This is an optimization exercise on Yosys and OpenROAD, whose aim is small area, a short achievable clock period and few clock cycles per item, not a production implementation.
At most, simulation tests tie the RTL to the original design; equivalence was not proved.
No functional check of the RTL was part of runs 1 to 3.

==> design.v <==
package tlt_pkg;
    localparam int SAMPLE_WIDTH = 16;
    localparam int TIME_W       = 32;
    localparam int PROD_W       = SAMPLE_WIDTH + 10;
    localparam int IN_TDATA_W   = ((TIME_W + 2 * SAMPLE_WIDTH + 7) / 8) * 8;
    localparam int IN_PAD_W     = IN_TDATA_W - TIME_W - 2 * SAMPLE_WIDTH;
    localparam int OUT_TDATA_W  = 8;
    localparam int MT_W         = 27;
    localparam int MT_NG        = 1 + (MT_W - 1 - 8) / 2;
    localparam logic [1:0] REG_TILT_THRESHOLD = 2'd0;
    localparam logic [1:0] REG_AXIS_MARGIN    = 2'd1;
    localparam logic [1:0] REG_POLL_INTERVAL  = 2'd2;
    localparam logic [1:0] REG_STABLE_TIME    = 2'd3;
    localparam logic [14:0] TILT_THRESHOLD_RST = 15'd4096;
    localparam logic [9:0]  AXIS_MARGIN_RST    = 10'd320;
    localparam logic [15:0] POLL_INTERVAL_RST  = 16'd100;
    localparam logic [15:0] STABLE_TIME_RST    = 16'd300;
    typedef struct packed {
        logic [14:0] tilt_level;
        logic [9:0]  axis_margin_q8;
        logic [15:0] poll_interval_ms;
        logic [15:0] hold_ms;
    } tlt_cfg_t;
    typedef struct packed {
        logic       ambiguous;
        logic [1:0] quadrant;
    } tlt_class_t;
    typedef struct packed {
        logic [1:0] quadrant;
        logic       changed;
    } tlt_result_t;
endpackage
import tlt_pkg::*;
module tlt_carry #(parameter int W = 16)
(
    input  logic [W-1:0] a,
    input  logic [W-1:0] b,
    input  logic         ci,
    output logic         co
);
    logic [W:0] g;
    logic [W:0] p;
    always_comb
    begin
        g = {a & b, ci};
        p = {a | b, 1'b0};
        for (int d = 1; d <= W; d = d * 2)
            for (int i = W; i >= d; i--)
            begin
                g[i] = g[i] | (p[i] & g[i-d]);
                p[i] = p[i] & p[i-d];
            end
        co = g[W];
    end
endmodule
module tlt_inc #(parameter int W = 16)
(
    input  logic [W-1:0] a,
    input  logic         ci,
    output logic [W:0]   y
);
    logic [W:0] c;
    always_comb
    begin
        c = {a, ci};
        for (int d = 1; d <= W; d = d * 2)
            for (int i = W; i >= d; i--)
                c[i] = c[i] & c[i-d];
        for (int i = 0; i < W; i++)
            y[i] = a[i] ^ (i == 0 ? ci : c[i == 0 ? 0 : i]);
        y[W] = c[W];
    end
endmodule
module tlt_csa #(parameter int W = 27)
(
    input  logic [W-1:0] a,
    input  logic [W-1:0] b,
    input  logic [W-1:0] c,
    output logic [W-1:0] s,
    output logic [W-1:0] k
);
    assign s = a ^ b ^ c;
    assign k = {((a[W-2:0] & b[W-2:0]) | (a[W-2:0] & c[W-2:0]) | (b[W-2:0] & c[W-2:0])), 1'b0};
endmodule
module tlt_margin_tree
(
    input  logic [14:0]       pu,
    input  logic              ps,
    input  logic [14:0]       qu,
    input  logic              qs,
    input  logic [9:0]        m,
    output logic [MT_NG-1:0]  grp_g,
    output logic [MT_NG-1:0]  grp_p,
    output logic              top_x
);
    localparam int W = MT_W;
    logic [W-1:0] r [13];
    logic [W-1:0] a0, a1, a2, a3, a4, a5, a6, a7;
    logic [W-1:0] b0, b1, b2, b3, b4, b5;
    logic [W-1:0] e0, e1, e2, e3;
    logic [W-1:0] g0, g1, h0, h1;
    logic [W-2:0] bg;
    logic [W-2:0] bp;
    always_comb
    begin
        for (int i = 0; i < 10; i++)
            r[i] = W'({15{m[i]}} & pu) << i;
        r[10] = ps ? W'(m) : '0;
        r[11] = {{(W-23){1'b1}}, ~qu, 8'd0};
        r[12] = W'({!qs, 8'd0});
    end
    tlt_csa #(W) c0 (r[0], r[1], r[2], a0, a1);
    tlt_csa #(W) c1 (r[3], r[4], r[5], a2, a3);
    tlt_csa #(W) c2 (r[6], r[7], r[8], a4, a5);
    tlt_csa #(W) c3 (r[9], r[10], r[11], a6, a7);
    tlt_csa #(W) c4 (a0, a1, a2, b0, b1);
    tlt_csa #(W) c5 (a3, a4, a5, b2, b3);
    tlt_csa #(W) c6 (a6, a7, r[12], b4, b5);
    tlt_csa #(W) c7 (b0, b1, b2, e0, e1);
    tlt_csa #(W) c8 (b3, b4, b5, e2, e3);
    tlt_csa #(W) c9 (e0, e1, e2, g0, g1);
    tlt_csa #(W) c10 (g0, g1, e3, h0, h1);
    assign bg = h0[W-2:0] & h1[W-2:0];
    assign bp = h0[W-2:0] | h1[W-2:0];
    tlt_carry #(8) u_low (.a(h0[7:0]), .b(h1[7:0]), .ci(1'b0), .co(grp_g[0]));
    assign grp_p[0] = 1'b0;
    for (genvar j = 1; j < MT_NG; j++)
    begin : g_grp
        assign grp_g[j] = bg[2*j+7] | (bp[2*j+7] & bg[2*j+6]);
        assign grp_p[j] = bp[2*j+7] & bp[2*j+6];
    end
    assign top_x = h0[W-1] ^ h1[W-1];
endmodule
module tlt_margin_sign
(
    input  logic [MT_NG-1:0] grp_g,
    input  logic [MT_NG-1:0] grp_p,
    input  logic             top_x,
    output logic             flag
);
    logic c_top;
    tlt_carry #(MT_NG) u_top (.a(grp_g), .b(grp_g | grp_p), .ci(1'b0), .co(c_top));
    assign flag = top_x ^ c_top;
endmodule
module tlt_classify_prep
(
    input  logic signed [SAMPLE_WIDTH-1:0] accel_x,
    input  logic signed [SAMPLE_WIDTH-1:0] accel_y,
    output logic [SAMPLE_WIDTH-2:0]        ux,
    output logic                           sx,
    output logic [SAMPLE_WIDTH-2:0]        uy,
    output logic                           sy,
    output logic                           y_big,      
    output logic                           both_zero
);
    assign sx = accel_x[SAMPLE_WIDTH-1];
    assign sy = accel_y[SAMPLE_WIDTH-1];
    assign ux = accel_x[SAMPLE_WIDTH-2:0] ^ {(SAMPLE_WIDTH-1){sx}};
    assign uy = accel_y[SAMPLE_WIDTH-2:0] ^ {(SAMPLE_WIDTH-1){sy}};
    tlt_carry #(SAMPLE_WIDTH-1) u_cmp (.a(uy), .b(~ux), .ci(sy | !sx), .co(y_big));
    assign both_zero = (accel_x == '0) && (accel_y == '0);
endmodule
module tlt_classify
(
    input  logic [SAMPLE_WIDTH-2:0] ux,
    input  logic                    sx,
    input  logic [SAMPLE_WIDTH-2:0] uy,
    input  logic                    sy,
    input  logic                    y_big,
    input  logic                    both_zero,
    input  tlt_pkg::tlt_cfg_t       cfg,
    output logic [MT_NG-1:0]        grp_g,
    output logic [MT_NG-1:0]        grp_p,
    output logic                    top_x,
    output tlt_pkg::tlt_class_t     cls0,      
    output tlt_pkg::tlt_class_t     cls1       
);
    logic                    big_m;
    logic [SAMPLE_WIDTH-2:0] pu_a;
    logic                    ps_a;
    logic [SAMPLE_WIDTH-2:0] qu_a;
    logic                    qs_a;
    logic [SAMPLE_WIDTH-2:0] pu_b;
    logic                    ps_b;
    logic [SAMPLE_WIDTH-2:0] qu_b;
    logic                    qs_b;
    logic [SAMPLE_WIDTH-2:0] pu;
    logic                    ps;
    logic [SAMPLE_WIDTH-2:0] qu;
    logic                    qs;
    logic [SAMPLE_WIDTH-2:0] lu;
    logic                    ls;
    logic [SAMPLE_WIDTH-1:0] lv;
    logic                    not_below;
    logic [1:0]              quad_x;
    logic [1:0]              quad_y;
    assign big_m = |cfg.axis_margin_q8[9:8];
    assign pu_a = big_m ? ux : uy;    
    assign ps_a = big_m ? sx : sy;
    assign qu_a = big_m ? uy : ux;
    assign qs_a = big_m ? sy : sx;
    assign pu_b = big_m ? uy : ux;    
    assign ps_b = big_m ? sy : sx;
    assign qu_b = big_m ? ux : uy;
    assign qs_b = big_m ? sx : sy;
    assign pu = y_big ? pu_a : pu_b;
    assign ps = y_big ? ps_a : ps_b;
    assign qu = y_big ? qu_a : qu_b;
    assign qs = y_big ? qs_a : qs_b;
    tlt_margin_tree u_mt (
        .pu    (pu),
        .ps    (ps),
        .qu    (qu),
        .qs    (qs),
        .m     (cfg.axis_margin_q8),
        .grp_g (grp_g),
        .grp_p (grp_p),
        .top_x (top_x)
    );
    assign lu = y_big ? uy : ux;
    assign ls = y_big ? sy : sx;
    tlt_inc #(SAMPLE_WIDTH-1) u_inc (.a(lu), .ci(ls), .y(lv));
    tlt_carry #(SAMPLE_WIDTH) u_thr (.a(lv), .b(~{1'b0, cfg.tilt_level}), .ci(1'b1), .co(not_below));
    assign quad_y = sy ? 2'd1 : 2'd3;
    assign quad_x = sx ? 2'd2 : 2'd0;
    always_comb
    begin
        cls0.ambiguous = !not_below || big_m || both_zero;
        cls0.quadrant  = y_big ? quad_y : quad_x;
        cls1.ambiguous = !not_below || (!big_m && both_zero);
        cls1.quadrant  = (y_big || !big_m) ? quad_y : quad_x;
    end
endmodule
import tlt_pkg::*;
module tlt_since
(
    input  logic [31:0] now,
    input  logic [31:0] since,
    input  logic [15:0] lim,
    output logic        ok
);
    logic [31:0] ns;
    logic [15:0] nl;
    logic [15:0] s;
    logic [15:0] k;
    logic        b;
    logic        kk;
    logic        ok_lo;
    logic [15:0] x;
    logic [15:0] o;
    logic [15:0] z;
    logic        hi_zero;
    assign ns = ~since;
    assign nl = ~lim;
    tlt_carry #(16) u_b (.a(now[15:0]), .b(ns[15:0]), .ci(1'b1), .co(b));
    assign s = now[15:0] ^ ns[15:0] ^ nl;
    assign k = (now[15:0] & ns[15:0]) | (now[15:0] & nl) | (ns[15:0] & nl);
    tlt_carry #(15) u_kk (.a(s[15:1]), .b(k[14:0]), .ci(1'b1), .co(kk));
    assign ok_lo = b ? (k[15] & kk) : (k[15] | kk);
    assign x = now[31:16] ^ ns[31:16];
    assign o = now[31:16] | ns[31:16];
    always_comb
    begin
        z[0] = x[0] == b;
        for (int i = 1; i < 16; i++)
            z[i] = x[i] == o[i-1];
    end
    assign hi_zero = &z;
    assign ok = !hi_zero || ok_lo;
endmodule
module tlt_qualify
(
    input  logic              clk,
    input  logic              rst_n,
    input  logic              fire,         
    input  logic [TIME_W-1:0] now_ms,       
    input  logic              fire_q,       
    input  logic              sample_ok,    
    input  tlt_pkg::tlt_class_t        cls,          
    input  tlt_pkg::tlt_cfg_t          cfg,
    output tlt_pkg::tlt_result_t       res           
);
    logic [1:0]        committed_reg;
    logic [1:0]        committed_next;
    logic [1:0]        pending_reg;
    logic [1:0]        pending_next;
    logic [TIME_W-1:0] start_reg;
    logic [TIME_W-1:0] last_reg;
    logic              take_reg;
    logic              poll_ok;
    logic              hold_ok;
    logic              take;
    logic              set_start;
    logic              changed;
    tlt_since u_poll (.now(now_ms), .since(last_reg), .lim(cfg.poll_interval_ms), .ok(poll_ok));
    assign take = fire && poll_ok;
    always_ff @(posedge clk or negedge rst_n)
    begin
        if (!rst_n)
            last_reg <= '0;
        else if (take)
            last_reg <= now_ms;
    end
    always_ff @(posedge clk)
    begin
        take_reg <= take;
    end
    tlt_since u_hold (.now(last_reg), .since(start_reg), .lim(cfg.hold_ms), .ok(hold_ok));
    always_comb
    begin
        committed_next = committed_reg;
        pending_next   = pending_reg;
        set_start      = 1'b0;
        changed        = 1'b0;
        if (fire_q && take_reg && sample_ok)
        begin
            if (cls.ambiguous || (cls.quadrant == committed_reg))
            begin
                pending_next = committed_reg;
            end
            else if (cls.quadrant != pending_reg)
            begin
                pending_next = cls.quadrant;
                set_start    = 1'b1;
            end
            else if (hold_ok)
            begin
                committed_next = cls.quadrant;
                changed        = 1'b1;
            end
        end
    end
    assign res.quadrant = committed_next;
    assign res.changed  = changed;
    always_ff @(posedge clk or negedge rst_n)
    begin
        if (!rst_n)
        begin
            committed_reg <= 2'd0;
            pending_reg   <= 2'd0;
        end
        else
        begin
            committed_reg <= committed_next;
            pending_reg   <= pending_next;
        end
    end
    always_ff @(posedge clk or negedge rst_n)
    begin
        if (!rst_n)
            start_reg <= '0;
        else if (set_start)
            start_reg <= last_reg;
    end
endmodule
import tlt_pkg::*;
module tilt_orientation_qualifier_core
(
    input  logic                   clk,
    input  logic                   rst_n,
    input  logic                   s_tvalid,
    output logic                   s_tready,
    input  logic [IN_TDATA_W-1:0]  s_tdata,    
    input  logic                   s_tuser,    
    output logic                   m_tvalid,
    input  logic                   m_tready,
    output logic [OUT_TDATA_W-1:0] m_tdata,    
    output logic                   m_tuser,    
    input  logic                   psel,
    input  logic                   penable,
    input  logic                   pwrite,
    input  logic [3:0]             paddr,
    input  logic [31:0]            pwdata,
    output logic [31:0]            prdata,
    output logic                   pready
);
    localparam int QD = 4;    
    tlt_pkg::tlt_cfg_t cfg_reg;
    logic [15:0]       rd_reg;
    logic                    v0_reg;
    logic [TIME_W-1:0]       now0_reg;
    logic                    ok0_reg;
    logic [SAMPLE_WIDTH-2:0] ux0_reg;
    logic [SAMPLE_WIDTH-2:0] uy0_reg;
    logic                    sx0_reg;
    logic                    sy0_reg;
    logic                    ybig0_reg;
    logic                    zero0_reg;
    logic                    v1_reg;
    logic                    ok1_reg;
    logic [MT_NG-1:0]        grp_g1_reg;
    logic [MT_NG-1:0]        grp_p1_reg;
    logic                    top_x1_reg;
    tlt_pkg::tlt_class_t     cls0_1_reg;
    tlt_pkg::tlt_class_t     cls1_1_reg;
    logic [QD-1:0]           qv_reg;
    logic [3*QD-1:0]         qd_reg;    
    logic [QD:0]             qv_up;
    logic [3*QD+2:0]         qd_up;
    logic [QD-1:0]           qv_sh;
    logic [3*QD-1:0]         qd_sh;
    logic [QD-1:0]           q_put;
    logic [2:0]              cnt_reg;
    logic                    rdy_reg;
    logic                    accept;
    logic                    pop;
    logic                    cfg_wr;
    logic [SAMPLE_WIDTH-2:0] ux;
    logic [SAMPLE_WIDTH-2:0] uy;
    logic                    sx;
    logic                    sy;
    logic                    y_big;
    logic                    both_zero;
    logic [MT_NG-1:0]        grp_g;
    logic [MT_NG-1:0]        grp_p;
    logic                    top_x;
    tlt_pkg::tlt_class_t     cls0;
    tlt_pkg::tlt_class_t     cls1;
    logic                    flag;
    tlt_pkg::tlt_class_t     cls;
    tlt_pkg::tlt_result_t    res;
    logic [2:0]              cnt_next;
    assign pready = 1'b1;
    assign cfg_wr = psel && penable && pwrite;
    always_ff @(posedge clk or negedge rst_n)
    begin
        if (!rst_n)
        begin
            cfg_reg.tilt_level       <= TILT_THRESHOLD_RST;
            cfg_reg.axis_margin_q8   <= AXIS_MARGIN_RST;
            cfg_reg.poll_interval_ms <= POLL_INTERVAL_RST;
            cfg_reg.hold_ms          <= STABLE_TIME_RST;
        end
        else if (cfg_wr)
        begin
            case (paddr[3:2])
                REG_TILT_THRESHOLD: cfg_reg.tilt_level       <= pwdata[14:0];
                REG_AXIS_MARGIN:    cfg_reg.axis_margin_q8   <= pwdata[9:0];
                REG_POLL_INTERVAL:  cfg_reg.poll_interval_ms <= pwdata[15:0];
                default:            cfg_reg.hold_ms          <= pwdata[15:0];
            endcase
        end
    end
    always_ff @(posedge clk)
    begin
        case (paddr[3:2])
            REG_TILT_THRESHOLD: rd_reg <= 16'(cfg_reg.tilt_level);
            REG_AXIS_MARGIN:    rd_reg <= 16'(cfg_reg.axis_margin_q8);
            REG_POLL_INTERVAL:  rd_reg <= cfg_reg.poll_interval_ms;
            default:            rd_reg <= cfg_reg.hold_ms;
        endcase
    end
    assign prdata = {16'd0, rd_reg};
    assign s_tready = rdy_reg;
    assign accept   = s_tvalid && rdy_reg;
    tlt_classify_prep u_prep (
        .accel_x (s_tdata[TIME_W +: SAMPLE_WIDTH]),
        .accel_y (s_tdata[TIME_W + SAMPLE_WIDTH +: SAMPLE_WIDTH]),
        .ux        (ux),
        .sx        (sx),
        .uy        (uy),
        .sy        (sy),
        .y_big     (y_big),
        .both_zero (both_zero)
    );
    always_ff @(posedge clk or negedge rst_n)
    begin
        if (!rst_n)
        begin
            v0_reg <= 1'b0;
            v1_reg <= 1'b0;
        end
        else
        begin
            v0_reg <= accept;
            v1_reg <= v0_reg;
        end
    end
    always_ff @(posedge clk)
    begin
        now0_reg <= s_tdata[TIME_W-1:0];
        ok0_reg  <= s_tuser;
        ux0_reg   <= ux;
        uy0_reg   <= uy;
        sx0_reg   <= sx;
        sy0_reg   <= sy;
        ybig0_reg <= y_big;
        zero0_reg <= both_zero;
    end
    tlt_classify u_classify (
        .ux        (ux0_reg),
        .sx        (sx0_reg),
        .uy        (uy0_reg),
        .sy        (sy0_reg),
        .y_big     (ybig0_reg),
        .both_zero (zero0_reg),
        .cfg       (cfg_reg),
        .grp_g     (grp_g),
        .grp_p     (grp_p),
        .top_x     (top_x),
        .cls0      (cls0),
        .cls1      (cls1)
    );
    always_ff @(posedge clk)
    begin
        ok1_reg  <= ok0_reg;
        grp_g1_reg <= grp_g;
        grp_p1_reg <= grp_p;
        top_x1_reg <= top_x;
        cls0_1_reg <= cls0;
        cls1_1_reg <= cls1;
    end
    tlt_margin_sign u_sign (
        .grp_g (grp_g1_reg),
        .grp_p (grp_p1_reg),
        .top_x (top_x1_reg),
        .flag  (flag)
    );
    assign cls = flag ? cls1_1_reg : cls0_1_reg;
    tlt_qualify u_qualify (
        .clk       (clk),
        .rst_n     (rst_n),
        .fire      (v0_reg),
        .now_ms    (now0_reg),
        .fire_q    (v1_reg),
        .sample_ok (ok1_reg),
        .cls       (cls),
        .cfg       (cfg_reg),
        .res       (res)
    );
    assign pop = qv_reg[0] && m_tready;
    always_comb
    begin
        qv_up  = {1'b0, qv_reg};
        qd_up  = {3'b000, qd_reg};
        qv_sh  = pop ? qv_up[QD:1] : qv_reg;
        qd_sh  = pop ? qd_up[3*QD+2:3] : qd_reg;
        for (int i = 0; i < QD; i++)
            q_put[i] = v1_reg && !qv_sh[i] && (i == 0 || qv_sh[i == 0 ? 0 : i - 1]);
    end
    always_ff @(posedge clk or negedge rst_n)
    begin
        if (!rst_n)
            qv_reg <= '0;
        else
            qv_reg <= qv_sh | q_put;
    end
    always_ff @(posedge clk)
    begin
        for (int i = 0; i < QD; i++)
            qd_reg[3*i +: 3] <= q_put[i] ? {res.changed, res.quadrant} : qd_sh[3*i +: 3];
    end
    assign cnt_next = cnt_reg + 3'(accept) - 3'(pop);
    always_ff @(posedge clk or negedge rst_n)
    begin
        if (!rst_n)
        begin
            cnt_reg <= '0;
            rdy_reg <= 1'b0;
        end
        else
        begin
            cnt_reg <= cnt_next;
            rdy_reg <= (cnt_next < 3'(QD));
        end
    end
    assign m_tvalid = qv_reg[0];
    assign m_tdata  = {(OUT_TDATA_W - 2)'(0), qd_reg[1:0]};
    assign m_tuser  = qd_reg[2];
endmodule
==> flow/run.sh <==
#!/bin/bash
# Standard layout, with timing repair aimed 6 ns below the clock period.
set -euo pipefail
bash standard.sh SETUP_SLACK_MARGIN=6 finish > standard_flow.log 2>&1
==> standard.sh <==
#!/bin/bash
# synth_recipe.tcl (not shown) runs the flow's synth.tcl, then flattens the netlist and writes it again
# the make line also repeats each setting of config.mk as NAME=value (left out here)
make -C /OpenROAD-flow-scripts/flow DESIGN_CONFIG=/design/flow/config.mk WORK_HOME=/design/flow/orfs CLKGATE_MAP_FILE= SYNTH_SCRIPT=/design/flow/synth_recipe.tcl "${@:-finish}"
==> config.mk <==
export PLATFORM = sky130hd
export DESIGN_NAME = tilt_orientation_qualifier_core
export DESIGN_NICKNAME = tilt_orientation_qualifier_core
export VERILOG_FILES = /design/flow/design.v
export SDC_FILE = /design/flow/constraint.sdc
export NUM_CORES = 4
export LEC_CHECK = 0
export CAP_MARGIN = 20
export CORE_MARGIN = 2
export CORE_UTILIZATION = 40
export SLEW_MARGIN = 20
==> constraint.sdc <==
create_clock -name core_clock -period 10.5 [get_ports {clk}]
set_input_delay 2.1000 -clock core_clock [delete_from_list [all_inputs] [get_ports {clk}]]
set_output_delay 2.1000 -clock core_clock [all_outputs]
set_load 0.01 [all_outputs]
==> results of run 1 <==
[kinds of logic (layout without fill, tap and decap cells)]
logic type	count (synthesis)	after routing	synth area share [%]
compound gates	275	276	9.45
xor+xnor	76	76	3.53
fa+ha+maj	327	327	27.5
simple gates	430	430	11.6
other cells	2	24	0.0394
buf+inv	385	524	8.17
flops	258	258	31.3
mux	138	144	8.33
[final timing paths]
path	cells past startpoint	start	slack (ns)	end
max	17	cfg_reg[40]	5.62	grp_g1_reg[1]
min in group asynchronous	1	rst_n	1.60	rdy_reg
min	0	ok0_reg	0.37	ok1_reg
max reg2reg	17	cfg_reg[40]	5.62	grp_g1_reg[1]
max in group asynchronous	2	rst_n	7.64	u_qualify.last_reg[9]
min reg2reg	0	ok0_reg	0.37	ok1_reg
[placed cells by master (no fill, tap or decap), drive strengths merged, types with 9 or more instances in the layout]
cell,instances
mux2,72
a211oi,11
mux2i,62
maj3,13
nor2b,34
a22oi,18
nand2b,26
nand2,139
clkdlybuf4s50,107
nor4,15
a21oi,43
dfxtp,111
clkbuf,45
or3,11
o21ai,103
nand3,19
fa,158
o31ai,12
edfxtp,12
conb,23
xnor2,41
and2,73
mux4,10
nor3,11
buf,44
o22ai,17
inv,316
dfrtp,125
nor2,66
ha,156
dfstp,10
xor2,35
nand4,9
[metal layers]
layer / global-route usage (%) / up-vias
met5: 0 / -
met4: 4.55 / 8
met3: 3.62 / 83
met2: 32.0 / 330
met1: 27.3 / 6796
li1: - / 6462
[cell type report]
type | count | area share [%]
Multi-Input combinational cell | 1276 | 53.3
Antenna cell | 1 | 0.0111
Inverter | 312 | 5.18
Timing Repair Buffer | 155 | 7.13
Sequential cell | 258 | 26.5
Clock buffer | 42 | 3.93
Tap cell | 615 | 3.41
Clock inverter | 15 | 0.565
[critical path: stages, from the launching register on]
cell,delay [ns]
dfstp_4,0.65
nor2_4,0.06
xnor2_4,0.23
buf_6,0.14
buf_12,0.14
buf_6,0.10
mux2_4,0.34
and2_4,0.18
fa_1,0.50
inv_1,0.05
fa_1,0.46
fa_1,0.50
inv_1,0.05
fa_1,0.51
inv_2,0.05
fa_1,0.51
maj3_2,0.33
inv_2,0.04
[repair_timing]
item | CTS | global route
setup endpoints to repair | 18 | 48
setup buffers | 13 | 18
pin swaps | 18 | 41
gates resized for setup | 42 | 52
gates cloned | 8 | 3
[metrics by stage]
stage	area [um2]	hold WS (ns)	util (%)
2_1_floorplan	19300	0.310	-
3_3_place_gp	20800	0.375	43.9
3_5_place_dp	20800	0.372	43.9
4_1_cts	22200	0.384	46.8
5_1_grt	22600	0.375	47.6
6_report	22600	0.366	47.6
==> reports/metrics.yaml, run 1 <==
sta:
  finalCriticalPeriod_ns: 4.88
  setup_violations: 0
  rsz0062_at_grt: "true"
  fin_setup_tns_ns: 0
  tightest_slew_ns: 1.08
  finalMaxSlewViolations: 0
  fin_crit_sh_pct: 46.5
  max_slew_margin_pct: 27.9
  fin_ws_ns: 5.62
  timing.fmax_mhz: 205
  finalHoldViolations: 0
  skew_ns: 0.0152
worst_setup_path:
  cp.required_ns: 11.02
  worstPathMaxFanout: 6
  endpoint_kind: "flop"
  worstSetupPathType: "flop to flop"
  arrival_ns: 5.40
  critPathLaunchType: "flop"
placed_design:
  dp_cells: 2574
  dp_hpwl_mm: 34.7
  port_buffers: 110
  place_ws_ns: 4.64
  place_congestion: 0.809
finish:
  fin_nets: 2456
  regArea_um2: 5980
  multi_input_area_um2: 12000
  fin_cells: 2674
  largest_reg_flops: 57
  area_delta_synth_final_pct: 18.4
  fillers: 4400
  post_route_cells_drive_above_1_share_pct: 14.4
global_route:
  antenna_found_initial: 4
  overflow: 0
  grt_max_degree: 85
  grt_pass1_vias: 14300
  grt_first_pass_wirelength_mm: 77.6
  track_usage_pct: 19.7
synthesis:
  ys_async_sr_fraction_pct: 52.3
  synth.most_common_cell: "inv_1"
  synth_ff_type: "dfrtp_1"
  yosysSeqAreaShare_pct: 31.3
  synth_edf_count: 12
  syn_inst: 1891
  synth_area_leader_cell: "fa_1"
  yosys_warnings: 12
  syn_area_um2: 19100
  ys_top_cells_by_count: "inv_1, fa_1, ha_1, nand2_1, dfrtp_1"
  syn_area_per_cell_um2: 10.1
  synth_seq_cells: 258
  yosysUniqueCellTypes: 86
  yosysTopAreaCellShare_pct: 16.6
  synth_area_leaders: "fa_1, dfrtp_1, dfxtp_1"
outcome:
  status: "finished clean"
floorplan:
  die_area_um2: 49400
  dieHeight_um: 222
  start_util_pct: 40.2
  ioPinCount: 152
  rows: 80
  core_area_um2: 47400
  die_width_um: 222
route:
  ant_nets: 0
  routedWlPerCell_um: 18.0
  wirelength_met1_mm: 22.1
  wl_met3_mm: 2.55
  drt_first_iter_violations: 703
  vias_per_cell: 5.12
  route.detailed.drc: 0
  vias: 13679
  routed_wl_mm: 48.2
  met2_length_mm: 22.3
  drtPass1Iterations: 6
  dr.max_layer_used: "met5"
clock_network:
  insertion_delay_ns: 0.58
  cts-root-buf: "clkbuf_16"
  cts_made_buffers: 31
  cts_sinks: 258
  clk_pin_slew_worst_paths_ns: 0.06
  cts_tree: "built"
  cts_hold_buf: 0
  cts_max_level: 1
  clockBufferDepth: 3
run:
  cap_violations: 0
hold_path:
  min_path_type: "flop to flop"
==> run 2, diff against run 1 <==
==> flow/run.sh (replaced) <==
#!/bin/bash
# Standard layout, with timing repair aimed 7 ns below the clock period.
set -euo pipefail
bash standard.sh SETUP_SLACK_MARGIN=7 finish > standard_flow.log 2>&1
==> run 2 against run 1 <==
Via count rose by 2.3%. Count of clock-buffer cells in the layout rose by 5. Hold slack got worse by 0.0050 ns.
==> reports/metrics.yaml, run 2 <==
outcome:
  status: "finished clean"
worst_setup_path:
  r2r_start: "cfg_reg[40]"
  cp.buffers_inverters: 3
  worstSetupPathType: "flop to flop"
  max_stage_delay_ns: 0.64
  worstPathMaxFanout: 8
  arrival_ns: 5.25
  crit_slowest_cell: "dfstp_4"
  critPathTopFamily: "adder cells"
  endpoint_kind: "flop"
  crit_start: "cfg_reg[40]"
  crit_top_cell: "fa_1"
  path_cells: "nor2_4, xnor2_4, buf_4, buf_16, mux2_4, and2_1, fa_1, fa_1, inv_1, fa_2, fa_1, fa_2, nor2_1, nor2_1, a21oi_1"
  cp.required_ns: 10.97
  critPathLaunchType: "flop"
synthesis:
  yosys_warnings: 12
  syn_area_um2: 19100
  ys_top_cells_by_count: "inv_1, fa_1, ha_1, nand2_1, dfrtp_1"
  yosysSeqAreaShare_pct: 31.3
  ys_async_sr_fraction_pct: 52.3
  synth_seq_cells: 258
  synth_ff_type: "dfrtp_1"
  syn_inst: 1891
  yosysTopAreaCellShare_pct: 16.6
  syn_area_per_cell_um2: 10.1
  synth_area_leader_cell: "fa_1"
  synth_area_leaders: "fa_1, dfrtp_1, dfxtp_1"
  synth_edf_count: 12
  yosysUniqueCellTypes: 86
  synth.most_common_cell: "inv_1"
sta:
  skew_ns: 0.0125
  setup_violations: 0
  tightest_slew_ns: 0.811
  rsz0062_at_grt: "true"
  finalMaxSlewViolations: 0
  max_slew_margin_pct: 46.0
  fin_setup_tns_ns: 0
  finalCriticalPeriod_ns: 4.78
  finalHoldViolations: 0
  timing.fmax_mhz: 209
  hold_slack_ns: 0.360
  fin_crit_sh_pct: 45.5
finish:
  final_common_cell: "inv_1"
  largest_reg_flops: 57
  mostFrequentLayoutCells: "inv_1, ha_1, fa_1, nand2_1, dfrtp_1"
  fin_nets: 2509
  area_delta_synth_final_pct: 23.2
  post_route_cells_drive_above_1_share_pct: 20.5
route:
  drtPass1Iterations: 5
  dr.max_layer_used: "met5"
  vias_per_cell: 5.13
  route.detailed.drc: 0
  routedWlPerCell_um: 18.2
  vias: 13990
  wirelength_met1_mm: 22.1
  routed_wl_mm: 49.7
  met2_length_mm: 23.8
  ant_nets: 0
  wl_met3_mm: 3.18
  drt_first_iter_violations: 773
floorplan:
  rows: 80
  ioPinCount: 152
  dieHeight_um: 222
  start_util_pct: 40.2
  core_area_um2: 47400
  die_width_um: 222
  die_area_um2: 49400
global_route:
  grt_first_pass_wirelength_mm: 78.7
  grt_pass1_vias: 14499
  overflow: 0
  grt_max_degree: 80
  track_usage_pct: 20.0
  antenna_found_initial: 4
placed_design:
  dp_hpwl_mm: 35.5
  port_buffers: 110
  place_congestion: 0.807
clock_network:
  cts_tree: "built"
  cts_sinks: 258
  cts_max_level: 1
  clk_pin_slew_worst_paths_ns: 0.06
  insertion_delay_ns: 0.58
  cts_hold_buf: 0
  clockBufferDepth: 3
  cts-root-buf: "clkbuf_16"
  cts_made_buffers: 29
hold_path:
  min_path_type: "flop to flop"
  hp-start: "ok0_reg"
run:
  cap_violations: 0
[run 2: cells by family (layout without fill, tap and decap cells)]
logic type	count (synthesis)	count (layout)	share of synthesized area (%)
buffers and inverters	385	574	8.17
other	2	24	0.0394
muxes	138	145	8.33
AOI/OAI and AO/OA	275	276	9.45
and+or+nand+nor	430	430	11.6
DFF	258	258	31.3
xor gates and xnor gates	76	76	3.53
adders and majority gates	327	327	27.5
[run 2: per-stage QoR]
stage	util [%]	instances	instance area, um2	setup slack (ns)
6_report	49.5	2725	23500	5.72
5_1_grt	49.5	2724	23500	5.61
4_1_cts	48.2	2692	22900	5.72
3_5_place_dp	44.4	2577	21100	4.57
3_3_place_gp	44.4	2577	21100	4.67
2_1_floorplan	-	1912	19500	5.94
[run 2: path summary, 6_finish.rpt]
kind | to | slack (ns) | cells past startpoint
setup reg to reg | grp_g1_reg[3] | 5.72 | 15
max in group asynchronous | cfg_reg[41] | 7.60 | 2
min in group asynchronous | rdy_reg | 1.57 | 1
hold / removal | ok1_reg | 0.36 | 0
setup / recovery | grp_g1_reg[3] | 5.72 | 15
hold reg to reg | ok1_reg | 0.36 | 0
[run 2: per-layer routing]
| metal | up-vias | track usage (%) |
|---|---|---|
| met3 | 49 | 3.00 |
| met1 | 6999 | 27.3 |
| met2 | 364 | 34.3 |
| met5 | - | 0 |
| met4 | 6 | 3.46 |
| li1 | 6572 | - |
[run 2: timing repair]
action / CTS / global route
gates resized for setup: 125 / 103
pin swaps: 81 / 70
buffers inserted: 53 / 29
setup endpoints to repair: 133 / 69
gates cloned: 9 / 3
[run 2: worst reg2reg max path, cell delays in order, from the launching register on]
cell,delay (ns)
dfstp_4,0.64
nor2_4,0.06
xnor2_4,0.15
buf_4,0.18
buf_16,0.15
mux2_4,0.35
and2_1,0.19
fa_1,0.53
fa_1,0.53
inv_1,0.06
fa_2,0.60
fa_1,0.47
fa_2,0.58
nor2_1,0.05
nor2_1,0.10
a21oi_1,0.04
[run 2: cell type report]
class,count,area (um2)
clock inverters,6,83.8
repair buffers,209,2020
inverters,312,1180
well taps,615,769
multi-input cells,1277,12600
fillers,4348,24000
diodes,1,2.50
flip-flops and latches,258,5980
clock buffers,47,875
==> run 3, diff against run 2 <==
--- a/design.v
+++ b/design.v
@@ -85,8 +85,6 @@
 module tlt_margin_tree
 (
-    input  logic [14:0]       pu,
-    input  logic              ps,
-    input  logic [14:0]       qu,
-    input  logic              qs,
+    input  logic [15:0]       pm,
+    input  logic [15:0]       qm,
     input  logic [9:0]        m,
     output logic [MT_NG-1:0]  grp_g,
@@ -95,7 +93,7 @@
 );
     localparam int W = MT_W;
-    logic [W-1:0] r [13];
-    logic [W-1:0] a0, a1, a2, a3, a4, a5, a6, a7;
-    logic [W-1:0] b0, b1, b2, b3, b4, b5;
+    logic [W-1:0] r [11];
+    logic [W-1:0] a0, a1, a2, a3, a4, a5;
+    logic [W-1:0] b0, b1, b2, b3;
     logic [W-1:0] e0, e1, e2, e3;
     logic [W-1:0] g0, g1, h0, h1;
@@ -105,20 +103,17 @@
     begin
         for (int i = 0; i < 10; i++)
-            r[i] = W'({15{m[i]}} & pu) << i;
-        r[10] = ps ? W'(m) : '0;
-        r[11] = {{(W-23){1'b1}}, ~qu, 8'd0};
-        r[12] = W'({!qs, 8'd0});
+            r[i] = W'({16{m[i]}} & pm) << i;
+        r[9]  = r[9] | W'(9'h100);
+        r[10] = {{(W-24){1'b1}}, ~qm, 8'd0};
     end
     tlt_csa #(W) c0 (r[0], r[1], r[2], a0, a1);
     tlt_csa #(W) c1 (r[3], r[4], r[5], a2, a3);
     tlt_csa #(W) c2 (r[6], r[7], r[8], a4, a5);
-    tlt_csa #(W) c3 (r[9], r[10], r[11], a6, a7);
-    tlt_csa #(W) c4 (a0, a1, a2, b0, b1);
-    tlt_csa #(W) c5 (a3, a4, a5, b2, b3);
-    tlt_csa #(W) c6 (a6, a7, r[12], b4, b5);
-    tlt_csa #(W) c7 (b0, b1, b2, e0, e1);
-    tlt_csa #(W) c8 (b3, b4, b5, e2, e3);
-    tlt_csa #(W) c9 (e0, e1, e2, g0, g1);
-    tlt_csa #(W) c10 (g0, g1, e3, h0, h1);
+    tlt_csa #(W) c3 (a0, a1, a2, b0, b1);
+    tlt_csa #(W) c4 (a3, a4, a5, b2, b3);
+    tlt_csa #(W) c5 (b0, b1, b2, e0, e1);
+    tlt_csa #(W) c6 (b3, r[9], r[10], e2, e3);
+    tlt_csa #(W) c7 (e0, e1, e2, g0, g1);
+    tlt_csa #(W) c8 (g0, g1, e3, h0, h1);
     assign bg = h0[W-2:0] & h1[W-2:0];
     assign bp = h0[W-2:0] | h1[W-2:0];
@@ -147,11 +142,18 @@
     input  logic signed [SAMPLE_WIDTH-1:0] accel_x,
     input  logic signed [SAMPLE_WIDTH-1:0] accel_y,
-    output logic [SAMPLE_WIDTH-2:0]        ux,
+    input  logic                           big_m,      
+    output logic [SAMPLE_WIDTH-1:0]        fm,
+    output logic [SAMPLE_WIDTH-1:0]        sm,
     output logic                           sx,
-    output logic [SAMPLE_WIDTH-2:0]        uy,
     output logic                           sy,
     output logic                           y_big,      
     output logic                           both_zero
 );
+    logic [SAMPLE_WIDTH-2:0] ux;
+    logic [SAMPLE_WIDTH-2:0] uy;
+    logic [SAMPLE_WIDTH-2:0] fu;
+    logic                    fs;
+    logic [SAMPLE_WIDTH-2:0] su;
+    logic                    ss;
     assign sx = accel_x[SAMPLE_WIDTH-1];
     assign sy = accel_y[SAMPLE_WIDTH-1];
@@ -160,10 +162,16 @@
     tlt_carry #(SAMPLE_WIDTH-1) u_cmp (.a(uy), .b(~ux), .ci(sy | !sx), .co(y_big));
     assign both_zero = (accel_x == '0) && (accel_y == '0);
+    assign fu = big_m ? ux : uy;
+    assign fs = big_m ? sx : sy;
+    assign su = big_m ? uy : ux;
+    assign ss = big_m ? sy : sx;
+    tlt_inc #(SAMPLE_WIDTH-1) u_fm (.a(fu), .ci(fs), .y(fm));
+    tlt_inc #(SAMPLE_WIDTH-1) u_sm (.a(su), .ci(ss), .y(sm));
 endmodule
 module tlt_classify
 (
-    input  logic [SAMPLE_WIDTH-2:0] ux,
+    input  logic [SAMPLE_WIDTH-1:0] fm,
+    input  logic [SAMPLE_WIDTH-1:0] sm,
     input  logic                    sx,
-    input  logic [SAMPLE_WIDTH-2:0] uy,
     input  logic                    sy,
     input  logic                    y_big,
@@ -177,18 +185,6 @@
 );
     logic                    big_m;
-    logic [SAMPLE_WIDTH-2:0] pu_a;
-    logic                    ps_a;
-    logic [SAMPLE_WIDTH-2:0] qu_a;
-    logic                    qs_a;
-    logic [SAMPLE_WIDTH-2:0] pu_b;
-    logic                    ps_b;
-    logic [SAMPLE_WIDTH-2:0] qu_b;
-    logic                    qs_b;
-    logic [SAMPLE_WIDTH-2:0] pu;
-    logic                    ps;
-    logic [SAMPLE_WIDTH-2:0] qu;
-    logic                    qs;
-    logic [SAMPLE_WIDTH-2:0] lu;
-    logic                    ls;
+    logic [SAMPLE_WIDTH-1:0] pm;
+    logic [SAMPLE_WIDTH-1:0] qm;
     logic [SAMPLE_WIDTH-1:0] lv;
     logic                    not_below;
@@ -196,21 +192,9 @@
     logic [1:0]              quad_y;
     assign big_m = |cfg.axis_margin_q8[9:8];
-    assign pu_a = big_m ? ux : uy;    
-    assign ps_a = big_m ? sx : sy;
-    assign qu_a = big_m ? uy : ux;
-    assign qs_a = big_m ? sy : sx;
-    assign pu_b = big_m ? uy : ux;    
-    assign ps_b = big_m ? sy : sx;
-    assign qu_b = big_m ? ux : uy;
-    assign qs_b = big_m ? sx : sy;
-    assign pu = y_big ? pu_a : pu_b;
-    assign ps = y_big ? ps_a : ps_b;
-    assign qu = y_big ? qu_a : qu_b;
-    assign qs = y_big ? qs_a : qs_b;
+    assign pm = y_big ? fm : sm;
+    assign qm = y_big ? sm : fm;
     tlt_margin_tree u_mt (
-        .pu    (pu),
-        .ps    (ps),
-        .qu    (qu),
-        .qs    (qs),
+        .pm    (pm),
+        .qm    (qm),
         .m     (cfg.axis_margin_q8),
         .grp_g (grp_g),
@@ -218,7 +202,5 @@
         .top_x (top_x)
     );
-    assign lu = y_big ? uy : ux;
-    assign ls = y_big ? sy : sx;
-    tlt_inc #(SAMPLE_WIDTH-1) u_inc (.a(lu), .ci(ls), .y(lv));
+    assign lv = (y_big ^ big_m) ? fm : sm;
     tlt_carry #(SAMPLE_WIDTH) u_thr (.a(lv), .b(~{1'b0, cfg.tilt_level}), .ci(1'b1), .co(not_below));
     assign quad_y = sy ? 2'd1 : 2'd3;
@@ -381,6 +363,6 @@
     logic [TIME_W-1:0]       now0_reg;
     logic                    ok0_reg;
-    logic [SAMPLE_WIDTH-2:0] ux0_reg;
-    logic [SAMPLE_WIDTH-2:0] uy0_reg;
+    logic [SAMPLE_WIDTH-1:0] fm0_reg;
+    logic [SAMPLE_WIDTH-1:0] sm0_reg;
     logic                    sx0_reg;
     logic                    sy0_reg;
@@ -406,6 +388,6 @@
     logic                    pop;
     logic                    cfg_wr;
-    logic [SAMPLE_WIDTH-2:0] ux;
-    logic [SAMPLE_WIDTH-2:0] uy;
+    logic [SAMPLE_WIDTH-1:0] fm;
+    logic [SAMPLE_WIDTH-1:0] sm;
     logic                    sx;
     logic                    sy;
@@ -457,7 +439,8 @@
         .accel_x (s_tdata[TIME_W +: SAMPLE_WIDTH]),
         .accel_y (s_tdata[TIME_W + SAMPLE_WIDTH +: SAMPLE_WIDTH]),
-        .ux        (ux),
+        .big_m     (|cfg_reg.axis_margin_q8[9:8]),
+        .fm        (fm),
+        .sm        (sm),
         .sx        (sx),
-        .uy        (uy),
         .sy        (sy),
         .y_big     (y_big),
@@ -481,6 +464,6 @@
         now0_reg <= s_tdata[TIME_W-1:0];
         ok0_reg  <= s_tuser;
-        ux0_reg   <= ux;
-        uy0_reg   <= uy;
+        fm0_reg   <= fm;
+        sm0_reg   <= sm;
         sx0_reg   <= sx;
         sy0_reg   <= sy;
@@ -489,7 +472,7 @@
     end
     tlt_classify u_classify (
-        .ux        (ux0_reg),
+        .fm        (fm0_reg),
+        .sm        (sm0_reg),
         .sx        (sx0_reg),
-        .uy        (uy0_reg),
         .sy        (sy0_reg),
         .y_big     (ybig0_reg),
==> run 3 against run 2 <==
Cell count hardly changed. Synthesized cell count is 1.3% lower. Critical endpoint is now sm0_reg[13].
==> reports/metrics.yaml, run 3 <==
synthesis:
  yosysTopAreaCellShare_pct: 17.1
  ys_async_sr_fraction_pct: 51.9
  yosys_warnings: 12
  ys_top_cells_by_count: "inv_1, nand2_1, fa_1, dfrtp_1, ha_1"
  syn_area_um2: 18900
  syn_inst: 1866
  synth.most_common_cell: "inv_1"
  synth_seq_cells: 260
  synth_ff_type: "dfrtp_1"
  synth_area_leaders: "fa_1, dfrtp_1, dfxtp_1"
  synth_area_leader_cell: "fa_1"
  synth_edf_count: 12
  yosysSeqAreaShare_pct: 31.8
  yosysUniqueCellTypes: 73
  syn_area_per_cell_um2: 10.1
sta:
  max_slew_margin_pct: 40.4
  rsz0062_at_grt: "true"
  skew_ns: 0.0240
  setup_violations: 0
  tightest_slew_ns: 0.884
  timing.fmax_mhz: 235
  fin_setup_tns_ns: 0
  finalMaxSlewViolations: 0
  fin_crit_sh_pct: 40.6
  fin_ws_ns: 6.24
  finalCriticalPeriod_ns: 4.26
  finalHoldViolations: 0
clock_network:
  cts_sinks: 260
  clk_pin_slew_worst_paths_ns: 0.06
  insertion_delay_ns: 0.59
  cts-root-buf: "clkbuf_16"
  cts_made_buffers: 30
  cts_hold_buf: 0
  cts_tree: "built"
  cts_max_level: 1
  clockBufferDepth: 3
route:
  route.detailed.drc: 0
  routed_wl_mm: 48.4
  drtPass1Iterations: 7
  routedWlPerCell_um: 17.8
  vias_per_cell: 5.07
  drt_first_iter_violations: 718
  vias: 13814
  ant_nets: 0
global_route:
  grt_pass1_vias: 14459
  antenna_found_initial: 5
  grt_first_pass_wirelength_mm: 78.1
  track_usage_pct: 19.8
  overflow: 0
  grt_max_degree: 84
floorplan:
  core_area_um2: 46600
  ioPinCount: 152
  dieHeight_um: 221
  rows: 79
  die_width_um: 221
  die_area_um2: 49000
  start_util_pct: 40.6
worst_setup_path:
  critPathLaunchType: "primary input"
  worst-r2r-setup-slack_ns: 6.37
  crit_end: "sm0_reg[13]"
  r2r-end: "grp_g1_reg[5]"
  endpoint_kind: "flop"
  r2r_start: "ybig0_reg"
  crit_start: "s_tdata[63]"
  cp.required_ns: 10.92
  worstSetupPathType: "primary input to flop"
  crit_slowest_cell: "or4_4"
  arrival_ns: 4.68
  max_stage_delay_ns: 0.49
  r2r_cells: 14
  path_cells: "buf_12, buf_12, xnor2_4, nand2_2, o21ai_2, or4_4, or4_4, or2_4, or3_4, or3_4, xor2_1"
  worstPathMaxFanout: 4
finish:
  largest_reg_flops: 57
  diodes: 0
  mostFrequentLayoutCells: "inv_1, nand2_1, fa_1, dfrtp_1, ha_1"
  fin_cells: 2723
  fin_nets: 2480
  area_delta_synth_final_pct: 27.2
  post_route_cells_drive_above_1_share_pct: 25.2
  fillers: 4042
  fin_util_pct: 51.6
  final_common_cell: "inv_1"
run:
  cap_violations: 0
hold_path:
  hp-start: "ok0_reg"
  min_path_type: "flop to flop"
placed_design:
  dp_cells: 2538
  place_congestion: 0.834
  place_ws_ns: 4.89
  port_buffers: 110
  dp_hpwl_mm: 34.5
outcome:
  status: "finished clean"
## run 3: cell count changes after synthesis, moves of 9 or more
cell,delta
inv_1,-71
nand2_1,+47
ha_1,-37
mux2_2,+36
xor2_1,+15
and2_1,+11
o21ai_1,-11
nor2b_1,-10
nor2_1,+9
## run 3: how the worst min path moves through the flow
stage / to / slack [ns] / depth (start not counted)
after detailed placement: ok1_reg / 0.37 / 0
after global placement: v1_reg / 0.37 / 0
after global routing: ok1_reg / 0.40 / 0
after CTS: ok1_reg / 0.38 / 0
final: ok1_reg / 0.38 / 0
after floorplan: ok1_reg / 0.31 / 0
## run 3: cell families (layout without fill, tap and decap cells)
family	after synthesis	after routing	synth area share, %
buffers and inverters	320	549	6.99
adders and majority gates	292	292	25.6
other	2	23	0.0397
muxes	174	174	10.6
and+or+nand+nor	477	477	12.4
xor gates and xnor gates	93	93	4.35
AOI/OAI and AO/OA	248	248	8.24
DFF	260	260	31.8
## run 3: critical path, delay by kind of cell
family / cells / cell delay, ns
AND/OR/NAND/NOR: 6 / 1.95
AO/OA/AOI/OAI: 1 / 0.07
XOR/XNOR: 2 / 0.31
buffers and inverters: 2 / 0.25
## run 3: metal layers
| layer | part of all wire, % | vias up | global-route usage (%) | wire [um] |
|---|---|---|---|---|
| met4 | 2.1 | 4 | 4.72 | 1040 |
| met3 | 5.6 | 64 | 3.48 | 2730 |
| li1 | - | 6567 | - | - |
| met1 | 45 | 6830 | 27.6 | 21900 |
| met5 | 0.035 | - | 0 | 17 |
| met2 | 47 | 349 | 32.1 | 22700 |
## run 3: final cells by class
class,instances,area (um2),share of cell area (%)
clock buffers,38,811,3.37
multi-input cells,1307,12700,52.8
inverters,241,912,3.80
repair buffers,252,2640,11.0
flip-flops and latches,260,6030,25.1
well taps,607,759,3.16
clock inverters,18,203,0.844
## run 3: timing repair
action	CTS	global route
cloned	6	1
setup buffers	81	41
resized for setup	248	69
pin swaps	63	70
endpoints found under the setup margin	179	104
## run 3: through the flow
stage | cell area, um2 | hold slack [ns]
floorplan | 19300 | 0.310
global placement | 20800 | 0.370
detailed placement | 20800 | 0.367
CTS | 23400 | 0.384
global route | 24000 | 0.399
finish | 24000 | 0.382
==> run 4, diff against run 3 <==
--- a/design.v
+++ b/design.v
@@ -72,19 +72,10 @@
     end
 endmodule
-module tlt_csa #(parameter int W = 27)
-(
-    input  logic [W-1:0] a,
-    input  logic [W-1:0] b,
-    input  logic [W-1:0] c,
-    output logic [W-1:0] s,
-    output logic [W-1:0] k
-);
-    assign s = a ^ b ^ c;
-    assign k = {((a[W-2:0] & b[W-2:0]) | (a[W-2:0] & c[W-2:0]) | (b[W-2:0] & c[W-2:0])), 1'b0};
-endmodule
 module tlt_margin_tree
 (
-    input  logic [15:0]       pm,
-    input  logic [15:0]       qm,
+    input  logic [14:0]       pu,
+    input  logic              ps,
+    input  logic [14:0]       qu,
+    input  logic              qs,
     input  logic [9:0]        m,
     output logic [MT_NG-1:0]  grp_g,
@@ -93,7 +84,7 @@
 );
     localparam int W = MT_W;
-    logic [W-1:0] r [11];
-    logic [W-1:0] a0, a1, a2, a3, a4, a5;
-    logic [W-1:0] b0, b1, b2, b3;
+    logic [W-1:0] r [13];
+    logic [W-1:0] a0, a1, a2, a3, a4, a5, a6, a7;
+    logic [W-1:0] b0, b1, b2, b3, b4, b5;
     logic [W-1:0] e0, e1, e2, e3;
     logic [W-1:0] g0, g1, h0, h1;
@@ -103,17 +94,31 @@
     begin
         for (int i = 0; i < 10; i++)
-            r[i] = W'({16{m[i]}} & pm) << i;
-        r[9]  = r[9] | W'(9'h100);
-        r[10] = {{(W-24){1'b1}}, ~qm, 8'd0};
-    end
-    tlt_csa #(W) c0 (r[0], r[1], r[2], a0, a1);
-    tlt_csa #(W) c1 (r[3], r[4], r[5], a2, a3);
-    tlt_csa #(W) c2 (r[6], r[7], r[8], a4, a5);
-    tlt_csa #(W) c3 (a0, a1, a2, b0, b1);
-    tlt_csa #(W) c4 (a3, a4, a5, b2, b3);
-    tlt_csa #(W) c5 (b0, b1, b2, e0, e1);
-    tlt_csa #(W) c6 (b3, r[9], r[10], e2, e3);
-    tlt_csa #(W) c7 (e0, e1, e2, g0, g1);
-    tlt_csa #(W) c8 (g0, g1, e3, h0, h1);
+            r[i] = W'({15{m[i]}} & pu) << i;
+        r[10] = ps ? W'(m) : '0;
+        r[11] = {{(W-23){1'b1}}, ~qu, 8'd0};
+        r[12] = W'({!qs, 8'd0});
+    end
+    assign a0 = r[0] ^ r[1] ^ r[2];
+    assign a1 = {((r[0][W-2:0] & r[1][W-2:0]) | (r[0][W-2:0] & r[2][W-2:0]) | (r[1][W-2:0] & r[2][W-2:0])), 1'b0};
+    assign a2 = r[3] ^ r[4] ^ r[5];
+    assign a3 = {((r[3][W-2:0] & r[4][W-2:0]) | (r[3][W-2:0] & r[5][W-2:0]) | (r[4][W-2:0] & r[5][W-2:0])), 1'b0};
+    assign a4 = r[6] ^ r[7] ^ r[8];
+    assign a5 = {((r[6][W-2:0] & r[7][W-2:0]) | (r[6][W-2:0] & r[8][W-2:0]) | (r[7][W-2:0] & r[8][W-2:0])), 1'b0};
+    assign a6 = r[9] ^ r[10] ^ r[11];
+    assign a7 = {((r[9][W-2:0] & r[10][W-2:0]) | (r[9][W-2:0] & r[11][W-2:0]) | (r[10][W-2:0] & r[11][W-2:0])), 1'b0};
+    assign b0 = a0 ^ a1 ^ a2;
+    assign b1 = {((a0[W-2:0] & a1[W-2:0]) | (a0[W-2:0] & a2[W-2:0]) | (a1[W-2:0] & a2[W-2:0])), 1'b0};
+    assign b2 = a3 ^ a4 ^ a5;
+    assign b3 = {((a3[W-2:0] & a4[W-2:0]) | (a3[W-2:0] & a5[W-2:0]) | (a4[W-2:0] & a5[W-2:0])), 1'b0};
+    assign b4 = a6 ^ a7 ^ r[12];
+    assign b5 = {((a6[W-2:0] & a7[W-2:0]) | (a6[W-2:0] & r[12][W-2:0]) | (a7[W-2:0] & r[12][W-2:0])), 1'b0};
+    assign e0 = b0 ^ b1 ^ b2;
+    assign e1 = {((b0[W-2:0] & b1[W-2:0]) | (b0[W-2:0] & b2[W-2:0]) | (b1[W-2:0] & b2[W-2:0])), 1'b0};
+    assign e2 = b3 ^ b4 ^ b5;
+    assign e3 = {((b3[W-2:0] & b4[W-2:0]) | (b3[W-2:0] & b5[W-2:0]) | (b4[W-2:0] & b5[W-2:0])), 1'b0};
+    assign g0 = e0 ^ e1 ^ e2;
+    assign g1 = {((e0[W-2:0] & e1[W-2:0]) | (e0[W-2:0] & e2[W-2:0]) | (e1[W-2:0] & e2[W-2:0])), 1'b0};
+    assign h0 = g0 ^ g1 ^ e3;
+    assign h1 = {((g0[W-2:0] & g1[W-2:0]) | (g0[W-2:0] & e3[W-2:0]) | (g1[W-2:0] & e3[W-2:0])), 1'b0};
     assign bg = h0[W-2:0] & h1[W-2:0];
     assign bp = h0[W-2:0] | h1[W-2:0];
@@ -143,6 +148,8 @@
     input  logic signed [SAMPLE_WIDTH-1:0] accel_y,
     input  logic                           big_m,      
-    output logic [SAMPLE_WIDTH-1:0]        fm,
-    output logic [SAMPLE_WIDTH-1:0]        sm,
+    output logic [SAMPLE_WIDTH-2:0]        pu,
+    output logic                           ps,
+    output logic [SAMPLE_WIDTH-2:0]        qu,
+    output logic                           qs,
     output logic                           sx,
     output logic                           sy,
@@ -166,11 +173,15 @@
     assign su = big_m ? uy : ux;
     assign ss = big_m ? sy : sx;
-    tlt_inc #(SAMPLE_WIDTH-1) u_fm (.a(fu), .ci(fs), .y(fm));
-    tlt_inc #(SAMPLE_WIDTH-1) u_sm (.a(su), .ci(ss), .y(sm));
+    assign pu = y_big ? fu : su;
+    assign ps = y_big ? fs : ss;
+    assign qu = y_big ? su : fu;
+    assign qs = y_big ? ss : fs;
 endmodule
 module tlt_classify
 (
-    input  logic [SAMPLE_WIDTH-1:0] fm,
-    input  logic [SAMPLE_WIDTH-1:0] sm,
+    input  logic [SAMPLE_WIDTH-2:0] pu,
+    input  logic                    ps,
+    input  logic [SAMPLE_WIDTH-2:0] qu,
+    input  logic                    qs,
     input  logic                    sx,
     input  logic                    sy,
@@ -185,6 +196,6 @@
 );
     logic                    big_m;
-    logic [SAMPLE_WIDTH-1:0] pm;
-    logic [SAMPLE_WIDTH-1:0] qm;
+    logic [SAMPLE_WIDTH-2:0] lu;
+    logic                    ls;
     logic [SAMPLE_WIDTH-1:0] lv;
     logic                    not_below;
@@ -192,9 +203,9 @@
     logic [1:0]              quad_y;
     assign big_m = |cfg.axis_margin_q8[9:8];
-    assign pm = y_big ? fm : sm;
-    assign qm = y_big ? sm : fm;
     tlt_margin_tree u_mt (
-        .pm    (pm),
-        .qm    (qm),
+        .pu    (pu),
+        .ps    (ps),
+        .qu    (qu),
+        .qs    (qs),
         .m     (cfg.axis_margin_q8),
         .grp_g (grp_g),
@@ -202,5 +213,7 @@
         .top_x (top_x)
     );
-    assign lv = (y_big ^ big_m) ? fm : sm;
+    assign lu = big_m ? qu : pu;
+    assign ls = big_m ? qs : ps;
+    tlt_inc #(SAMPLE_WIDTH-1) u_inc (.a(lu), .ci(ls), .y(lv));
     tlt_carry #(SAMPLE_WIDTH) u_thr (.a(lv), .b(~{1'b0, cfg.tilt_level}), .ci(1'b1), .co(not_below));
     assign quad_y = sy ? 2'd1 : 2'd3;
@@ -363,6 +376,8 @@
     logic [TIME_W-1:0]       now0_reg;
     logic                    ok0_reg;
-    logic [SAMPLE_WIDTH-1:0] fm0_reg;
-    logic [SAMPLE_WIDTH-1:0] sm0_reg;
+    logic [SAMPLE_WIDTH-2:0] pu0_reg;
+    logic                    ps0_reg;
+    logic [SAMPLE_WIDTH-2:0] qu0_reg;
+    logic                    qs0_reg;
     logic                    sx0_reg;
     logic                    sy0_reg;
@@ -388,6 +403,8 @@
     logic                    pop;
     logic                    cfg_wr;
-    logic [SAMPLE_WIDTH-1:0] fm;
-    logic [SAMPLE_WIDTH-1:0] sm;
+    logic [SAMPLE_WIDTH-2:0] pu;
+    logic                    ps;
+    logic [SAMPLE_WIDTH-2:0] qu;
+    logic                    qs;
     logic                    sx;
     logic                    sy;
@@ -440,6 +457,8 @@
         .accel_y (s_tdata[TIME_W + SAMPLE_WIDTH +: SAMPLE_WIDTH]),
         .big_m     (|cfg_reg.axis_margin_q8[9:8]),
-        .fm        (fm),
-        .sm        (sm),
+        .pu        (pu),
+        .ps        (ps),
+        .qu        (qu),
+        .qs        (qs),
         .sx        (sx),
         .sy        (sy),
@@ -464,6 +483,8 @@
         now0_reg <= s_tdata[TIME_W-1:0];
         ok0_reg  <= s_tuser;
-        fm0_reg   <= fm;
-        sm0_reg   <= sm;
+        pu0_reg   <= pu;
+        ps0_reg   <= ps;
+        qu0_reg   <= qu;
+        qs0_reg   <= qs;
         sx0_reg   <= sx;
         sy0_reg   <= sy;
@@ -472,6 +493,8 @@
     end
     tlt_classify u_classify (
-        .fm        (fm0_reg),
-        .sm        (sm0_reg),
+        .pu        (pu0_reg),
+        .ps        (ps0_reg),
+        .qu        (qu0_reg),
+        .qs        (qs0_reg),
         .sx        (sx0_reg),
         .sy        (sy0_reg),
==> flow/run.sh (replaced) <==
#!/bin/bash
# Standard layout, with plain buf_1 port buffers and timing repair aimed 6 ns
# below the clock period.
set -euo pipefail
bash standard.sh SETUP_SLACK_MARGIN=6 'BUFFER_PORTS_ARGS=-buffer_cell sky130_fd_sc_hd__buf_1' finish > standard_flow.log 2>&1
--- a/config.mk
+++ b/config.mk
@@ -10,2 +10,3 @@
 export CORE_UTILIZATION = 40
 export SLEW_MARGIN = 20
+export SYNTH_HIERARCHICAL = 1
==> run 4 against run 3 <==
First-iteration DRC count shrank 21%. Wire length is 14% lower. Fmax down 1.1%. Global-route usage is 2.4 points lower. Setup slack lost 0.046 ns. Synthesized area about the same. Hold slack worse by 0.046 ns. Still clean on timing, DRC and antenna. Critical path depth is 2 higher. Clock skew fell by 0.0022 ns. Count of clock-buffer cells in the layout rose by 1.
==> reports/metrics.yaml, run 4 <==
worst_setup_path:
  cp_num_cells: 13
  critPathTopFamily: "buffers and inverters"
  critPathLaunchType: "primary input"
  cp.buffers_inverters: 4
  endpoint_kind: "flop"
  r2r_cells: 11
  max_stage_delay_ns: 0.58
  worst-r2r-setup-slack_ns: 6.35
  r2r_start: "cfg_reg[41]"
  r2r-end: "cls1_1_reg[2]"
  arrival_ns: 4.82
  path_cells: "clkdlybuf4s15_2, inv_1, ha_1, inv_1, nor2_1, nor2_1, o2111ai_2, o22ai_1, a211o_1, xor2_2, buf_4, nor2_1, a21oi_2"
  worstSetupPathType: "primary input to flop"
  worstPathMaxFanout: 30
  crit_slowest_cell: "clkdlybuf4s15_2"
  crit_top_cell: "nor2_1"
  cp.required_ns: 11.01
synthesis:
  synth_seq_cells: 261
  yosysUniqueCellTypes: 83
  ys_async_sr_fraction_pct: 51.7
  post_synth_mux_area_share_pct: 11.6
  yosysTopAreaCellShare_pct: 16.7
  syn_inst: 1772
  synth_ff_type: "dfrtp_1"
  synth_edf_count: 12
  syn_area_per_cell_um2: 10.7
  synthAdderAreaFrac_pct: 23.4
  synth-simple-area-share_pct: 10.7
  yosys_warnings: 17
  synth.most_common_cell: "inv_1"
  synth_top_family_by_area: "adder cells"
  synth_area_leaders: "fa_1, dfrtp_1, dfxtp_1"
  synth_area_leader_cell: "fa_1"
  yosysSeqAreaShare_pct: 31.9
  ys_top_cells_by_count: "inv_1, fa_1, dfrtp_1, dfxtp_1, and2_1"
  synth_compound_area_share_pct: 9.35
  syn_area_um2: 18900
  synth_xor_area_share_pct: 4.29
floorplan:
  ioPinCount: 152
  core_area_um2: 46600
  start_util_pct: 40.6
  die_area_um2: 49000
  dieHeight_um: 221
  rows: 79
  die_width_um: 221
global_route:
  overflow: 0
  grt_max_degree: 81
  antenna_found_initial: 3
  grt_pass1_vias: 13097
  track_usage_pct: 17.4
  grt_first_pass_wirelength_mm: 69.1
run:
  cap_violations: 0
clock_network:
  cts_hold_buf: 0
  cts_max_level: 1
  cts_sinks: 261
  cts_made_buffers: 30
  cts_tree: "built"
  clk_pin_slew_worst_paths_ns: 0.06
  cts-root-buf: "clkbuf_16"
  postCtsSetupBuffers: 0
  insertion_delay_ns: 0.57
  cts_resized: 7
  clockBufferDepth: 3
route:
  ant_nets: 0
  routed_wl_mm: 41.9
  drtPass1Iterations: 5
  routedWlPerCell_um: 16.7
  drt_first_iter_violations: 566
  route.detailed.drc: 0
  vias: 12580
  vias_per_cell: 5.02
sta:
  finalCriticalPeriod_ns: 4.31
  skew_ns: 0.0218
  max_slew_margin_pct: 43.8
  timing.fmax_mhz: 232
  fin_crit_sh_pct: 41.0
  rsz0062_at_grt: "false"
  fin_setup_tns_ns: 0
  tightest_slew_ns: 0.842
  setup_violations: 0
  finalMaxSlewViolations: 0
  finalHoldViolations: 0
finish:
  fin_nets: 2238
  largest_reg_flops: 57
  regArea_um2: 6030
  design_area_um2: 20800
  final_common_cell: "inv_1"
  mostFrequentLayoutCells: "inv_1, fa_1, dfrtp_1, dfxtp_1, buf_1"
  area_delta_synth_final_pct: 10.2
  post_route_cells_drive_above_1_share_pct: 12.8
  multi_input_area_um2: 11400
  fillers: 4355
placed_design:
  dp_hpwl_mm: 32.4
  detailed_place.area_um2: 19700
  port_buffers: 110
  place_congestion: 0.869
hold_path:
  hold_end: "ok1_reg"
  min_path_type: "flop to flop"
  min_path_cells: 0
  hp-start: "ok0_reg"
outcome:
  status: "finished clean"
-- run 4: cell families (layout without fill, tap and decap cells) --
| logic type | after synthesis | after routing |
|---|---|---|
| other | 7 | 40 |
| DFF | 261 | 261 |
| xor gates and xnor gates | 84 | 84 |
| buffers and inverters | 361 | 456 |
| AOI/OAI and AO/OA | 255 | 255 |
| muxes | 173 | 173 |
| adders and majority gates | 259 | 259 |
| and+or+nand+nor | 372 | 372 |
-- run 4: area by class of cell --
cell class / count / share of cell area [%]
antenna: 1 / 0.0120
tap: 607 / 3.65
timing repair buffer: 117 / 2.31
clock inverter: 17 / 0.913
inverter: 283 / 5.10
clock buffer: 39 / 4.32
sequential: 261 / 29.0
multi-input combinational: 1182 / 54.7
-- run 4: worst max path at each step --
| stage | start | slack (ns) | to |
|---|---|---|---|
| after floorplan | s_tdata[47] | 6.34 | qu0_reg[5] |
| after global routing | cfg_reg[41] | 6.04 | cls1_1_reg[2] |
| after CTS | s_tdata[47] | 6.23 | qu0_reg[11] |
| after detailed placement | s_tdata[47] | 5.37 | qu0_reg[11] |
| final | s_tdata[47] | 6.19 | qu0_reg[2] |
| after global placement | s_tdata[47] | 5.45 | qu0_reg[1] |
-- run 4: routing by layer --
layer / up-vias / routed length [um] / global-route usage (%)
met5: - / 27 / 0
met4: 4 / 904 / 4.78
met3: 51 / 1900 / 2.71
met2: 222 / 19900 / 29.2
met1: 6301 / 19100 / 23.3
li1: 6002 / - / -
-- run 4: per-stage QoR --
step	worst slack (ns)	instances	hold slack, ns	util, %
after CTS	6.23	2506	0.335	44.7
after global routing	6.04	2506	0.354	44.7
after global placement	5.45	2450	0.329	42.3
after detailed placement	5.37	2450	0.323	42.3
after floorplan	6.34	1804	0.310	-
final	6.19	2507	0.336	44.7
-- run 4: per-module statistics from Yosys, one instance, submodules excluded, a selection --
module                           flops+latches  cell area, um2
tlt_margin_tree                              0            5130
tilt_orientation_qualifier_core            192            6030
tlt_qualify                                 69            2770
tlt_margin_sign                              0            75.1
tlt_since                                    0             886
tlt_classify_prep                            0             893
tlt_classify                                 0             358
Testbench counts of run 4, summed over its fixed seeds: cycles 16,024, items 16,000.

-- what the ideal ports hide --
Ports are ideal in the flow. The routed layouts listed here were re-timed in OpenROAD. Step 1 (the two cells are an assumption about what drives the block):
set clk [get_ports {clk}]
set_driving_cell -lib_cell sky130_fd_sc_hd__clkbuf_16 $clk
set_driving_cell -lib_cell sky130_fd_sc_hd__buf_2 [delete_from_list [all_inputs] $clk]
Step 2 times the ports against the registers' clock, not the clock port: input delays grow and output delays shrink by t, the midpoint of the rising clock arrivals with the driver on. Slacks: no drivers / after step 1 / after step 2; pairs: no drivers / after step 1.
| run | shift t [ns] | slack for setup (ns) | hold WS [ns] | worst setup path at the end |
|---|---|---|---|---|
| run 1 | 0.622 | 5.620 / 5.620 / 5.620 | 0.366 / 0.366 / 0.366 | register to register |
| run 2 | 0.629 | 5.719 / 5.719 / 5.719 | 0.360 / 0.360 / 0.360 | register to register |
| run 3 | 0.633 | 6.238 / 6.246 / 5.613 | 0.382 / 0.382 / 0.382 | input to register |
| run 4 | 0.619 | 6.193 / 6.221 / 5.602 | 0.336 / 0.336 / 0.336 | input to register |
After both steps setup and hold are still met in every run listed. For run 3, which loses most, drivers alone change the setup slack by +0.008 ns; drivers and shift together by -0.625 ns.
